Context: an optimization exercise on an open-source flow, tuned for small area, a short achievable clock period and few clock cycles per item. The choices shown serve that exercise and are no tape-out recipe. RTL that was checked went through simulation tests only; none was proved equivalent to the original. No activity file was given, so power comes from the tool's default toggle rates.

==> module cnnTop, before the edit <==
module cnnTop (
    input  logic                            i_clk,
    input  logic                            i_rstN,
    input  logic                            i_wrEn,
    input  logic [6-1:0]          i_wrAddr,
    input  logic [8-1:0]           i_wrData,
    input  logic                            i_start,
    output logic                            o_busy,
    output logic                            o_done,
    output logic signed [24-1:0] o_result,
    output logic                            o_led
);
    function automatic logic [17:0] csaSum(input logic [17:0] a, b, c);
        csaSum = a ^ b ^ c;
    endfunction
    function automatic logic [17:0] csaCry(input logic [17:0] a, b, c);
        csaCry = ((a & b) | (a & c) | (b & c)) << 1;
    endfunction
    logic [3:0] rstPipe;
    always_ff @(posedge i_clk) begin
        rstPipe <= {rstPipe[2:0], !i_rstN};
    end
    logic                   wrQ;
    logic [6-1:0] addrQ;
    logic [8-1:0]  dataQ;
    always_ff @(posedge i_clk) begin
        if (!i_rstN) wrQ <= 1'b0;
        else         wrQ <= i_wrEn;
        addrQ <= i_wrAddr;
        dataQ <= i_wrData;
    end
    logic [8-1:0] mem [64];
    logic [8-1:0] memData;
    assign memData = dataQ & {8{!rstPipe[0]}};
    always_ff @(posedge i_clk) begin
        for (int p = 0; p < 64; p++) begin
            if (rstPipe[0] || (wrQ && addrQ == 6'(p))) mem[p] <= memData;
        end
    end
    logic                  wr1;
    logic [8-1:0] oldPix;
    logic [8-1:0] newPix;
    logic                  r0a, r7a, c0a, c7a;
    always_ff @(posedge i_clk) begin
        wr1    <= wrQ;
        oldPix <= mem[addrQ];
        newPix <= dataQ;
        r0a    <= addrQ[5:3] == 3'd0;
        r7a    <= addrQ[5:3] == 3'd7;
        c0a    <= addrQ[2:0] == 3'd0;
        c7a    <= addrQ[2:0] == 3'd7;
    end
    logic signed [8:0] diff;
    logic              r0, r7, c0, c7;
    logic              xs3, xs2, xs1, xn, ys2, ys1, ys0, yn, zs, cOne, cTwo;
    always_ff @(posedge i_clk) begin
        diff <= wr1 ? $signed({1'b0, newPix}) - $signed({1'b0, oldPix}) : 9'sd0;
        r0   <= r0a;
        r7   <= r7a;
        c0   <= c0a;
        c7   <= c7a;
        {xs3, xs2, xs1, xn, ys2, ys1, ys0, yn, zs, cOne, cTwo} <= '0;
        case ({r0a, r7a, c0a, c7a})
            4'b0000: {xs3, ys0, yn, cOne}       <= '1;
            4'b0010: {xs1, xn, cOne}            <= '1;
            4'b0001: {xs3, ys1}                 <= '1;
            4'b1000: {xs3, ys2, zs}             <= '1;
            4'b0100: {xs2, xn, ys0, yn, cOne, cTwo} <= '1;
            4'b1010: {xs2}                      <= '1;
            4'b1001: {xs3, ys2}                 <= '1;
            4'b0110: {xs3, xn, cOne}            <= '1;
            default: ;
        endcase
    end
    logic rb, cb;
    assign rb = r0 | r7;
    assign cb = c0 | c7;
    logic [5:0] dl;
    logic [5:0] x0, y0, x1, y1, x2, y2;
    logic [5:0] l0Sum, l0Cry, l1Sum, l1Cry, l2Sum, l2Cry;
    logic [5:0] l0, l1, l2;    
    logic [4:0] l3h;           
    logic [5:0] l0Fb, l1Fb, l2Fb;
    logic [4:0] l3Fb;
    assign dl = diff[5:0];
    assign x0 = (rb | cb) ? dl << 2 : dl << 3;
    assign y0 = (rb ^ cb) ? dl << 1 : (rb | cb) ? 6'd0 : dl;
    assign x1 = (cb ? dl << 1 : 6'd0) ^ {6{c0}};
    assign y1 = (cb && !rb ? dl : 6'd0) ^ {6{c0}};
    assign x2 = (rb ? dl << 1 : 6'd0) ^ {6{r0}};
    assign y2 = (rb && !cb ? dl : 6'd0) ^ {6{r0}};
    assign l0Fb = l0 & {6{!rstPipe[2]}};
    assign l1Fb = l1 & {6{!rstPipe[2]}};
    assign l2Fb = l2 & {6{!rstPipe[2]}};
    assign l3Fb = l3h & {5{!rstPipe[2]}};
    assign l0Sum = 6'(csaSum(18'(l0Fb), 18'(x0), 18'(y0)));
    assign l0Cry = 6'(csaCry(18'(l0Fb), 18'(x0), 18'(y0)));
    assign l1Sum = 6'(csaSum(18'(l1Fb), 18'(x1), 18'(y1)));
    assign l1Cry = 6'(csaCry(18'(l1Fb), 18'(x1), 18'(y1))) | 6'(c0);
    assign l2Sum = 6'(csaSum(18'(l2Fb), 18'(x2), 18'(y2)));
    assign l2Cry = 6'(csaCry(18'(l2Fb), 18'(x2), 18'(y2))) | 6'(r0);
    logic [12:0] d13, xq, yq, zq, tqSum, tqCry;
    logic [12:0] tq;
    assign d13 = 13'(diff);
    assign xq  = (((d13 << 3) & {13{xs3}}) | ((d13 << 2) & {13{xs2}}) | ((d13 << 1) & {13{xs1}})) ^ {13{xn}};
    assign yq  = (((d13 << 2) & {13{ys2}}) | ((d13 << 1) & {13{ys1}}) | (d13 & {13{ys0}})) ^ {13{yn}};
    assign zq  = d13 & {13{zs}};
    assign tqSum = 13'(csaSum(18'(xq), 18'(yq), 18'(zq)));
    assign tqCry = 13'(csaCry(18'(xq), 18'(yq), 18'(zq))) | 13'(cTwo);
    always_ff @(posedge i_clk) begin
        l0  <= l0Sum + l0Cry;
        l1  <= 6'(({l1Sum, 1'b1} + {l1Cry, c0}) >> 1);
        l2  <= 6'(({l2Sum, 1'b1} + {l2Cry, r0}) >> 1);
        l3h <= l3Fb + dl[4:0];
        tq  <= 13'(({tqSum, 1'b1} + {tqCry, cOne}) >> 1);
    end
    logic [17:0] q;
    logic [7:0]  cU;    
    logic [7:0]  cV;    
    always_ff @(posedge i_clk) begin
        q  <= (q & {18{!rstPipe[3]}}) + {{5{tq[12]}}, tq};
        cU <= 8'(l0) + {1'b0, l1, 1'b0};
        cV <= 8'(l2) + {1'b0, l2, 1'b0} + {2'b0, l3h, 1'b0};
    end
    logic [17:0] rSum, rCry, resFull;
    assign rSum    = csaSum(q, {10'h3ff, ~cU}, {10'd0, cV});
    assign rCry    = csaCry(q, {10'h3ff, ~cU}, {10'd0, cV});
    assign resFull = 18'(({rSum, 1'b1} + {rCry, 1'b1}) >> 1);
    logic       busy;
    logic [4:0] runPipe;
    logic       accept;
    assign accept = i_start && !busy;
    always_ff @(posedge i_clk) begin
        if (!i_rstN) begin
            busy     <= 1'b0;
            runPipe  <= '0;
            o_done   <= 1'b0;
            o_result <= '0;
        end else begin
            runPipe <= {runPipe[3:0], accept};
            o_done  <= runPipe[4];
            if (accept)      busy <= 1'b1;
            else if (o_done) busy <= 1'b0;
            if (runPipe[4]) o_result <= 24'($signed(resFull[17:6]));
        end
    end
    assign o_busy = busy;
    assign o_led  = o_result[24-1];
endmodule
==> flow/config.mk <==
export PLATFORM = sky130hd
export DESIGN_NAME = cnnTop
export DESIGN_NICKNAME = cnnTop
export VERILOG_FILES = /design/flow/design.v
export SDC_FILE = /design/flow/constraint.sdc
export NUM_CORES = 4
export LEC_CHECK = 0
export CAP_MARGIN = 20
export CORE_MARGIN = 2
export CORE_UTILIZATION = 40
export CTS_BUF_LIST = sky130_fd_sc_hd__clkbuf_16
export CTS_CLUSTER_DIAMETER = 80
export CTS_CLUSTER_SIZE = 30
export SETUP_SLACK_MARGIN = 5
export SLEW_MARGIN = 20
==> flow/constraint.sdc <==
create_clock -name core_clock -period 8.0 [get_ports {i_clk}]
set_input_delay 1.6000 -clock core_clock [delete_from_list [all_inputs] [get_ports {i_clk}]]
set_output_delay 1.6000 -clock core_clock [all_outputs]
set_load 0.01 [all_outputs]
standard.sh (not shown) runs the stock make flow with config.mk's settings and CLKGATE_MAP_FILE= SYNTH_SCRIPT=/design/flow/synth_recipe.tcl, a recipe that flattens the netlist after the stock synthesis.
==> flow/flow/run.sh <==
#!/bin/bash
# The standard layout, with clock tree synthesis told not to add dummy loads.
# The CTS arguments are otherwise those the standard flow builds from config.mk.
set -euo pipefail
export CTS_ARGS="-sink_clustering_enable -repair_clock_nets -sink_clustering_size 30 -sink_clustering_max_diameter 80 -buf_list sky130_fd_sc_hd__clkbuf_16 -dont_use_dummy_load"
bash standard.sh finish > standard_make.log 2>&1
Testbench counts at the start, summed over its fixed seeds: cycles 8,832, images 128.
==> next run, changes <==
--- a/flow/design.v
+++ b/flow/design.v
@@ -53,25 +53,12 @@
     end
     logic signed [8:0] diff;
     logic              r0, r7, c0, c7;
-    logic              xs3, xs2, xs1, xn, ys2, ys1, ys0, yn, zs, cOne, cTwo;
     always_ff @(posedge i_clk) begin
         diff <= wr1 ? $signed({1'b0, newPix}) - $signed({1'b0, oldPix}) : 9'sd0;
         r0   <= r0a;
         r7   <= r7a;
         c0   <= c0a;
         c7   <= c7a;
-        {xs3, xs2, xs1, xn, ys2, ys1, ys0, yn, zs, cOne, cTwo} <= '0;
-        case ({r0a, r7a, c0a, c7a})
-            4'b0000: {xs3, ys0, yn, cOne}       <= '1;
-            4'b0010: {xs1, xn, cOne}            <= '1;
-            4'b0001: {xs3, ys1}                 <= '1;
-            4'b1000: {xs3, ys2, zs}             <= '1;
-            4'b0100: {xs2, xn, ys0, yn, cOne, cTwo} <= '1;
-            4'b1010: {xs2}                      <= '1;
-            4'b1001: {xs3, ys2}                 <= '1;
-            4'b0110: {xs3, xn, cOne}            <= '1;
-            default: ;
-        endcase
     end
     logic rb, cb;
     assign rb = r0 | r7;
@@ -102,6 +89,21 @@
     assign l2Cry = 6'(csaCry(18'(l2Fb), 18'(x2), 18'(y2))) | 6'(r0);
     logic [12:0] d13, xq, yq, zq, tqSum, tqCry;
     logic [12:0] tq;
+    logic        xs3, xs2, xs1, xn, ys2, ys1, ys0, yn, zs, cOne, cTwo;
+    always_comb begin
+        {xs3, xs2, xs1, xn, ys2, ys1, ys0, yn, zs, cOne, cTwo} = '0;
+        case ({r0, r7, c0, c7})
+            4'b0000: {xs3, ys0, yn, cOne}           = '1;
+            4'b0010: {xs1, xn, cOne}                = '1;
+            4'b0001: {xs3, ys1}                     = '1;
+            4'b1000: {xs3, ys2, zs}                 = '1;
+            4'b0100: {xs2, xn, ys0, yn, cOne, cTwo} = '1;
+            4'b1010: {xs2}                          = '1;
+            4'b1001: {xs3, ys2}                     = '1;
+            4'b0110: {xs3, xn, cOne}                = '1;
+            default: ;
+        endcase
+    end
     assign d13 = 13'(diff);
     assign xq  = (((d13 << 3) & {13{xs3}}) | ((d13 << 2) & {13{xs2}}) | ((d13 << 1) & {13{xs1}})) ^ {13{xn}};
     assign yq  = (((d13 << 2) & {13{ys2}}) | ((d13 << 1) & {13{ys1}}) | (d13 & {13{ys0}})) ^ {13{yn}};
=>
- fmax decreases by 0.99%
- power increases by 0.67%
- setup slack degrades by 0.029 ns
- via count increases by 0.73%
- clock power barely changes
- hold slack improves by 0.0049 ns
- register-to-register slack degrades by 0.03 ns
- core utilization stays flat
- sequential share of layout area decreases by 0.22 points
- routed wire length increases by 0.55%
- final area increases by 0.31%
- global-route usage increases by 0.11 points
- sequential power hardly moves
- area after synthesis hardly moves
The RTL of the second run of this note was laid out without a check of its function.

port drivers added, routing unchanged:
Ports are ideal in the flow. The routed layouts listed here were re-timed in OpenROAD. Step 1: set_driving_cell puts a clkbuf_16 on i_clk and a buf_2 on each other input, an assumption about the parent block. Step 2 also shifts input and output timing later by t, the mid clock arrival at the registers, as if the neighbouring blocks saw the same clock. a / b / c = ideal ports / drivers / drivers and shift; a / b = the first two.
| run | t (ns) | setup slack, ns | clock arrival spread, ns |
|---|---|---|---|
| the first run | 0.621 | 5.045 / 5.045 / 5.045 | 0.104 / 0.103 |
| the second run | 0.635 | 5.016 / 5.016 / 4.675 | 0.126 / 0.127 |
After both steps setup and hold are still met in every run listed. The setup slack of the second run, which loses most, moves by 0.000 ns with the drivers and by -0.341 ns with both steps.
